Context: an optimization exercise on an open-source flow, tuned for small area. The choices shown serve that exercise and are no tape-out recipe. Function was checked by simulation only, so behaviour that the tests miss may differ from the original. The flow treats the clock pin as an ideal source. Dropping or thinning the clock tree relies on that and would not hold on a real chip. Power is estimated from default activity; no workload was simulated.

Design rb_window_stream, start of the top module:
module rb_window_stream #(
    parameter int PIXEL_WIDTH = 8,
    parameter int K           = 3,
    parameter int IMG_WIDTH   = 128,
    parameter int IMG_HEIGHT  = 128
) (
    input  logic                                 clk,
    input  logic                                 rst,
    input  logic                                 in_valid,
    output logic                                 in_ready,
    input  logic [PIXEL_WIDTH-1:0]               in_pixel,
    input  logic                                 in_sof,
    output logic                                 out_valid,
    input  logic                                 out_ready,
    output logic [K*PIXEL_WIDTH-1:0]             out_col,
    output logic [$clog2(IMG_WIDTH)-1:0]         out_x,
    output logic [$clog2(IMG_HEIGHT)-1:0]        out_y,
    output logic                                 out_eof
);
Size in the first run: about 2100 flip-flops, roughly 63000 sq um of cells after synthesis.
clock: 5.0 ns
lec_check: 0
cap_margin: 20
core_margin: 2
core_utilization: 75
gpl_timing_driven: 0
slew_margin: 20
standard.sh (not shown) runs the stock make flow with config.mk's settings and CLKGATE_MAP_FILE= SYNTH_SCRIPT=/design/flow/synth_recipe.tcl, a recipe that flattens the netlist after the stock synthesis.
==> flow/flow/run.sh <==
#!/bin/bash
# Standard layout, except: the clock tree is built by hand as 104 balanced leaf
# clusters under 13 mid-level buffers and one root buffer (flow/cts_hook.tcl);
# the shift register's enable is buffered by hand (flow/resize_hook.tcl), with
# placement not timing-driven so that it adds no buffers of its own; and each
# port gets the smallest buffer.
set -euo pipefail
export PRE_CTS_TCL="$PWD/flow/cts_hook.tcl"
export PRE_RESIZE_TCL="$PWD/flow/resize_hook.tcl"
export BUFFER_PORTS_ARGS="-buffer_cell sky130_fd_sc_hd__buf_1"
bash standard.sh > standard.log 2>&1
==> flow/flow/cts_hook.tcl <==
# Runs at the start of ORFS's cts.tcl: builds the clock tree by hand
# (flow/trees.tcl) and turns the CTS call that follows, and the cloning of
# clock inverters before it, into no-ops; the rest of the CTS step
# (legalisation, timing repair) runs as usual.
source [file join [file dirname [info script]] trees.tcl]
tr_clock clk {{96 sky130_fd_sc_hd__inv_8} {12 sky130_fd_sc_hd__inv_16} {1 sky130_fd_sc_hd__clkbuf_16}}
set_propagated_clock [all_clocks]
rename repair_clock_inverters ""
proc repair_clock_inverters {args} { puts "repair_clock_inverters skipped: tree built by flow/trees.tcl" }
rename clock_tree_synthesis ""
proc clock_tree_synthesis {args} { puts "clock_tree_synthesis skipped: tree built by flow/trees.tcl" }
==> flow/flow/resize_hook.tcl <==
# Runs before repair_design in ORFS's resize.tcl: buffers the shift register's
# enable (the net with the most sinks) by hand as 24 clusters under 3
# mid-level buffers (flow/trees.tcl), and keeps repair_design to the smaller
# buffers.
source [file join [file dirname [info script]] trees.tcl]
set_dont_use {sky130_fd_sc_hd__buf_6 sky130_fd_sc_hd__buf_8 sky130_fd_sc_hd__buf_12 sky130_fd_sc_hd__buf_16 sky130_fd_sc_hd__bufinv_8 sky130_fd_sc_hd__bufinv_16 sky130_fd_sc_hd__bufbuf_8 sky130_fd_sc_hd__bufbuf_16}
tr_fanout {{24 sky130_fd_sc_hd__buf_4} {3 sky130_fd_sc_hd__buf_4}}
Other scripts of this flow, unchanged in this note and not shown: flow/flow/trees.tcl
Then changed:
==> flow/flow/run.sh (replaced) <==
#!/bin/bash
# Standard layout (standard.sh), except:
# - the clock tree is built by hand (flow/cts_hook.tcl, flow/trees.tcl): the
#   flip-flops are split into 64 equal clusters, each driven by an inverter,
#   under 8 inverters and two levels of clock buffers, so every flip-flop sees
#   two inversions and the same number of stages;
# - the shift register's enable is buffered by hand (flow/resize_hook.tcl),
#   with placement not timing-driven so that it adds no buffers of its own;
# - each port gets the smallest buffer.
set -euo pipefail
export PRE_CTS_TCL="$PWD/flow/cts_hook.tcl"
export PRE_RESIZE_TCL="$PWD/flow/resize_hook.tcl"
export BUFFER_PORTS_ARGS="-buffer_cell sky130_fd_sc_hd__buf_1"
bash standard.sh > standard.log 2>&1
--- a/flow/flow/cts_hook.tcl
+++ b/flow/flow/cts_hook.tcl
@@ -4,5 +4,5 @@
 # (legalisation, timing repair) runs as usual.
 source [file join [file dirname [info script]] trees.tcl]
-tr_clock clk {{96 sky130_fd_sc_hd__inv_8} {12 sky130_fd_sc_hd__inv_16} {1 sky130_fd_sc_hd__clkbuf_16}}
+tr_clock clk {{64 sky130_fd_sc_hd__inv_12} {8 sky130_fd_sc_hd__inv_16} {2 sky130_fd_sc_hd__clkbuf_16} {1 sky130_fd_sc_hd__clkbuf_16}}
 set_propagated_clock [all_clocks]
 rename repair_clock_inverters ""
--- a/flow/flow/resize_hook.tcl
+++ b/flow/flow/resize_hook.tcl
@@ -5,3 +5,3 @@
 source [file join [file dirname [info script]] trees.tcl]
 set_dont_use {sky130_fd_sc_hd__buf_6 sky130_fd_sc_hd__buf_8 sky130_fd_sc_hd__buf_12 sky130_fd_sc_hd__buf_16 sky130_fd_sc_hd__bufinv_8 sky130_fd_sc_hd__bufinv_16 sky130_fd_sc_hd__bufbuf_8 sky130_fd_sc_hd__bufbuf_16}
-tr_fanout {{24 sky130_fd_sc_hd__buf_4} {3 sky130_fd_sc_hd__buf_4}}
+tr_fanout {{24 sky130_fd_sc_hd__inv_4} {3 sky130_fd_sc_hd__inv_4}}
- CORE_UTILIZATION: 75 -> 78
Now the flow did not get past detailed placement, error DPL-0033. Area after synthesis does not change. Synthesized cell count does not change.
Then changed:
- CORE_UTILIZATION: 78 -> 75
Result: The changed run ran to the end with no violations; synthesized cell count is unchanged; area after synthesis is unchanged.
The clock cells of the first and third runs of this note come from the design's own scripts or RTL, not from TritonCTS.

---

rb_window_stream again, from the RTL that the note above started with.
Settings: LEC_CHECK=0, CAP_MARGIN=20, CORE_MARGIN=2, CORE_UTILIZATION=75, SLEW_MARGIN=20; clock period 5.0 ns.
==> flow/flow/run.sh <==
#!/bin/bash
# Standard layout, except: the clock tree is built by hand as 96 balanced leaf
# clusters under 12 mid-level buffers and one root buffer (flow/cts_hook.tcl),
# each port gets the smallest buffer, and placement's buffering is kept to the
# smaller buffers.
set -euo pipefail
export PRE_CTS_TCL="$PWD/flow/cts_hook.tcl"
export BUFFER_PORTS_ARGS="-buffer_cell sky130_fd_sc_hd__buf_1"
export PRE_GLOBAL_PLACE_TCL="$PWD/flow/small_bufs.tcl"
bash standard.sh > standard.log 2>&1
==> flow/flow/clock_tree.tcl <==
# Builds the clock tree by hand: the flip-flops are split by recursive
# bisection into equal-sized leaf clusters, each driven by a clock buffer at
# its centre; the buffers of each level are grouped the same way under the
# next level's buffers, and one root buffer on the clock port drives the top.
proc ct_split {items n} {
  # items: list of {iterm x y}; returns n groups of near-equal size, split
  # recursively across the wider side of their bounding box
  if {$n <= 1} { return [list $items] }
  set xs [lmap e $items {lindex $e 1}]; set ys [lmap e $items {lindex $e 2}]
  set dx [expr {[tcl::mathfunc::max {*}$xs] - [tcl::mathfunc::min {*}$xs]}]
  set dy [expr {[tcl::mathfunc::max {*}$ys] - [tcl::mathfunc::min {*}$ys]}]
  set k [expr {$dx >= $dy ? 1 : 2}]
  set s [lsort -real -index $k $items]
  set n1 [expr {$n / 2}]
  set h [expr {([llength $s] * $n1 + $n / 2) / $n}]
  return [concat [ct_split [lrange $s 0 [expr {$h-1}]] $n1] [ct_split [lrange $s $h end] [expr {$n - $n1}]]]
}

# Drive each group of a level from a new buffer at the group's centre; returns
# the new buffers' inputs as the next level's items.
proc ct_level {groups master prefix} {
  set block [ord::get_db_block]
  set m [[ord::get_db] findMaster $master]
  set next {}
  set i 0
  foreach g $groups {
    set net [odb::dbNet_create $block "${prefix}_${i}_clk"]
    $net setSigType CLOCK
    set buf [odb::dbInst_create $block $m "${prefix}_${i}"]
    foreach e $g {
      set it [lindex $e 0]
      if {[$it getNet] ne "NULL"} { $it disconnect }
      $it connect $net
    }
    [$buf findITerm X] connect $net
    set sx 0; set sy 0
    foreach e $g { set sx [expr {$sx + [lindex $e 1]}]; set sy [expr {$sy + [lindex $e 2]}] }
    set cx [expr {int($sx / [llength $g])}]; set cy [expr {int($sy / [llength $g])}]
    $buf setLocation $cx $cy
    $buf setPlacementStatus PLACED
    lappend next [list [$buf findITerm A] $cx $cy]
    incr i
  }
  return $next
}

# levels: list of {count master}, from the leaves up; the last level should
# have count 1 (the root buffer), whose input goes on the clock net.
proc ct_build {clk_net_name levels} {
  set block [ord::get_db_block]
  set clknet [$block findNet $clk_net_name]
  set items {}
  foreach it [$clknet getITerms] {
    set inst [$it getInst]
    if {[[$inst getMaster] isSequential]} {
      set b [$inst getBBox]
      lappend items [list $it [expr {([$b xMin]+[$b xMax])/2}] [expr {([$b yMin]+[$b yMax])/2}]]
    }
  }
  puts "clock tree: [llength $items] flip-flops"
  set li 0
  foreach lv $levels {
    lassign $lv n master
    set items [ct_level [ct_split $items $n] $master "ct_l${li}"]
    puts "clock tree: level $li, [llength $items] x $master"
    incr li
  }
  foreach e $items { [lindex $e 0] connect $clknet }
}

# Swap each buffer of a level whose worst flip-flop clock-pin slew (estimated
# from placement) is over limit_ps for a stronger master.
proc ct_upsize {prefix limit_ps master} {
  set block [ord::get_db_block]
  set m [[ord::get_db] findMaster $master]
  set_propagated_clock [all_clocks]
  estimate_parasitics -placement
  worst_slack -max
  set n 0
  foreach inst [$block getInsts] {
    if {![string match "${prefix}_*" [$inst getName]]} { continue }
    set net [[$inst findITerm X] getNet]
    set worst 0
    foreach p [get_pins -of_objects [get_nets [$net getName]] -filter "direction == input"] {
      foreach a {slew_max_rise slew_max_fall} {
        set s [expr {[sta::time_ui_sta [get_property $p $a]] * 1e12}]
        if {$s > $worst} { set worst $s }
      }
    }
    if {$worst > $limit_ps} { $inst swapMaster $m; incr n }
  }
  puts "clock tree: $n of level $prefix swapped to $master"
}
==> flow/flow/cts_hook.tcl <==
# Runs before clock_tree_synthesis in ORFS's cts.tcl: builds the clock tree by
# hand (flow/clock_tree.tcl) and turns the CTS call that follows into a no-op;
# the rest of the CTS step (legalisation, timing repair) runs as usual.
source [file join [file dirname [info script]] clock_tree.tcl]
ct_build clk {{104 sky130_fd_sc_hd__clkbuf_8} {13 sky130_fd_sc_hd__clkbuf_8} {1 sky130_fd_sc_hd__clkbuf_16}}
set_propagated_clock [all_clocks]
rename clock_tree_synthesis ""
proc clock_tree_synthesis {args} { puts "clock_tree_synthesis skipped: tree built by flow/clock_tree.tcl" }
Other scripts of this flow, unchanged in this note and not shown: flow/flow/small_bufs.tcl
Then changed:
--- a/flow/config.mk
+++ b/flow/config.mk
@@ -7,2 +7,3 @@
 export LEC_CHECK = 0
+export ABC_AREA = 1
 export CAP_MARGIN = 20
Result:
- worst setup slack loses 0.072 ns
- design area is about the same
- synthesized cell count came out higher by 2.0%
- via count is higher by 0.92%
- utilization is lower by 0.10 points
- area after synthesis stays flat
- routed wire length climbs by 1.4%
- die area hardly moves
- total power barely changes
Then changed:
--- a/flow/flow/clock_tree.tcl
+++ b/flow/flow/clock_tree.tcl
@@ -69,25 +69 @@
 }
-
-# Swap each buffer of a level whose worst flip-flop clock-pin slew (estimated
-# from placement) is over limit_ps for a stronger master.
-proc ct_upsize {prefix limit_ps master} {
-  set block [ord::get_db_block]
-  set m [[ord::get_db] findMaster $master]
-  set_propagated_clock [all_clocks]
-  estimate_parasitics -placement
-  worst_slack -max
-  set n 0
-  foreach inst [$block getInsts] {
-    if {![string match "${prefix}_*" [$inst getName]]} { continue }
-    set net [[$inst findITerm X] getNet]
-    set worst 0
-    foreach p [get_pins -of_objects [get_nets [$net getName]] -filter "direction == input"] {
-      foreach a {slew_max_rise slew_max_fall} {
-        set s [expr {[sta::time_ui_sta [get_property $p $a]] * 1e12}]
-        if {$s > $worst} { set worst $s }
-      }
-    }
-    if {$worst > $limit_ps} { $inst swapMaster $m; incr n }
-  }
-  puts "clock tree: $n of level $prefix swapped to $master"
-}
--- a/flow/flow/cts_hook.tcl
+++ b/flow/flow/cts_hook.tcl
@@ -4,3 +4,3 @@
 source [file join [file dirname [info script]] clock_tree.tcl]
-ct_build clk {{104 sky130_fd_sc_hd__clkbuf_8} {13 sky130_fd_sc_hd__clkbuf_8} {1 sky130_fd_sc_hd__clkbuf_16}}
+ct_build clk {{96 sky130_fd_sc_hd__clkbuf_8} {12 sky130_fd_sc_hd__clkbuf_8} {1 sky130_fd_sc_hd__clkbuf_16}}
 set_propagated_clock [all_clocks]
--- a/flow/config.mk
+++ b/flow/config.mk
@@ -7,3 +7,2 @@
 export LEC_CHECK = 0
-export ABC_AREA = 1
 export CAP_MARGIN = 20
What happened:
- maximum frequency rises by a few percent
- power went down slightly
- first-iteration DRC count rose by a few percent
- setup slack improved by 0.072 ns
- area after synthesis barely changes
- final cell count came out lower slightly
- die area barely changes
Then changed:
--- a/flow/flow/clock_tree.tcl
+++ b/flow/flow/clock_tree.tcl
@@ -69 +69,25 @@
 }
+
+# Swap each buffer of a level whose worst flip-flop clock-pin slew (estimated
+# from placement) is over limit_ps for a stronger master.
+proc ct_upsize {prefix limit_ps master} {
+  set block [ord::get_db_block]
+  set m [[ord::get_db] findMaster $master]
+  set_propagated_clock [all_clocks]
+  estimate_parasitics -placement
+  worst_slack -max
+  set n 0
+  foreach inst [$block getInsts] {
+    if {![string match "${prefix}_*" [$inst getName]]} { continue }
+    set net [[$inst findITerm X] getNet]
+    set worst 0
+    foreach p [get_pins -of_objects [get_nets [$net getName]] -filter "direction == input"] {
+      foreach a {slew_max_rise slew_max_fall} {
+        set s [expr {[sta::time_ui_sta [get_property $p $a]] * 1e12}]
+        if {$s > $worst} { set worst $s }
+      }
+    }
+    if {$worst > $limit_ps} { $inst swapMaster $m; incr n }
+  }
+  puts "clock tree: $n of level $prefix swapped to $master"
+}
--- a/flow/flow/cts_hook.tcl
+++ b/flow/flow/cts_hook.tcl
@@ -4,3 +4,3 @@
 source [file join [file dirname [info script]] clock_tree.tcl]
-ct_build clk {{96 sky130_fd_sc_hd__clkbuf_8} {12 sky130_fd_sc_hd__clkbuf_8} {1 sky130_fd_sc_hd__clkbuf_16}}
+ct_build clk {{96 sky130_fd_sc_hd__clkbuf_8} {12 sky130_fd_sc_hd__clkbuf_8} {3 sky130_fd_sc_hd__clkbuf_16} {1 sky130_fd_sc_hd__clkbuf_16}}
 set_propagated_clock [all_clocks]
Via count came out lower slightly.
Worst hold slack hardly moves.
Setup slack degrades by 0.035 ns.
Wire length is higher slightly.
Power rises slightly.
Sequential cell count is unchanged.
Die area stays the same.
Maximum frequency goes down slightly.
Synthesized area stays the same.
Sequential share of layout area drops by 0.11 points.
In every run of this note, the design's own scripts or RTL, not TritonCTS, make the clock network.

afterwards: timing with drivers on the ports:
How much do the figures lean on ideal ports? The routed layouts below were timed once more, with nothing changed but the port constraints. Step 1 sets driving cells, clkbuf_16 on the clock port and buf_2 on the other inputs (assumed; they add their load-dependent delay and slew). Step 2 times the ports against the registers' clock, not the clock port: input delays grow and output delays shrink by t, the midpoint of the rising clock arrivals with the driver on. a / b / c = no drivers / after step 1 / after step 2; a / b = the first two.
run	t, ns	slack for setup (ns)	latest minus earliest clock arrival (ns)	slew at the worst register clock pin (ns)
the first run of note 1	0.857	1.498 / 1.446 / 1.431	0.023 / 0.023	0.11 / 0.11
the third run of note 1	0.710	1.689 / 1.626 / 1.553	0.015 / 0.015	0.11 / 0.11
the first run of note 2	0.754	1.757 / 1.689 / 1.854	0.033 / 0.033	0.12 / 0.12
the second run of note 2	0.772	1.685 / 1.615 / 1.749	0.041 / 0.041	0.12 / 0.12
the third run of note 2	0.744	1.757 / 1.694 / 1.855	0.029 / 0.028	0.12 / 0.12
the fourth run of note 2	0.794	1.722 / 1.658 / 1.866	0.037 / 0.037	0.12 / 0.12
After both steps setup and hold are still met in every run listed. The setup slack of the third run of note 1, which loses most, moves by -0.063 ns with the drivers and by -0.136 ns with both steps.
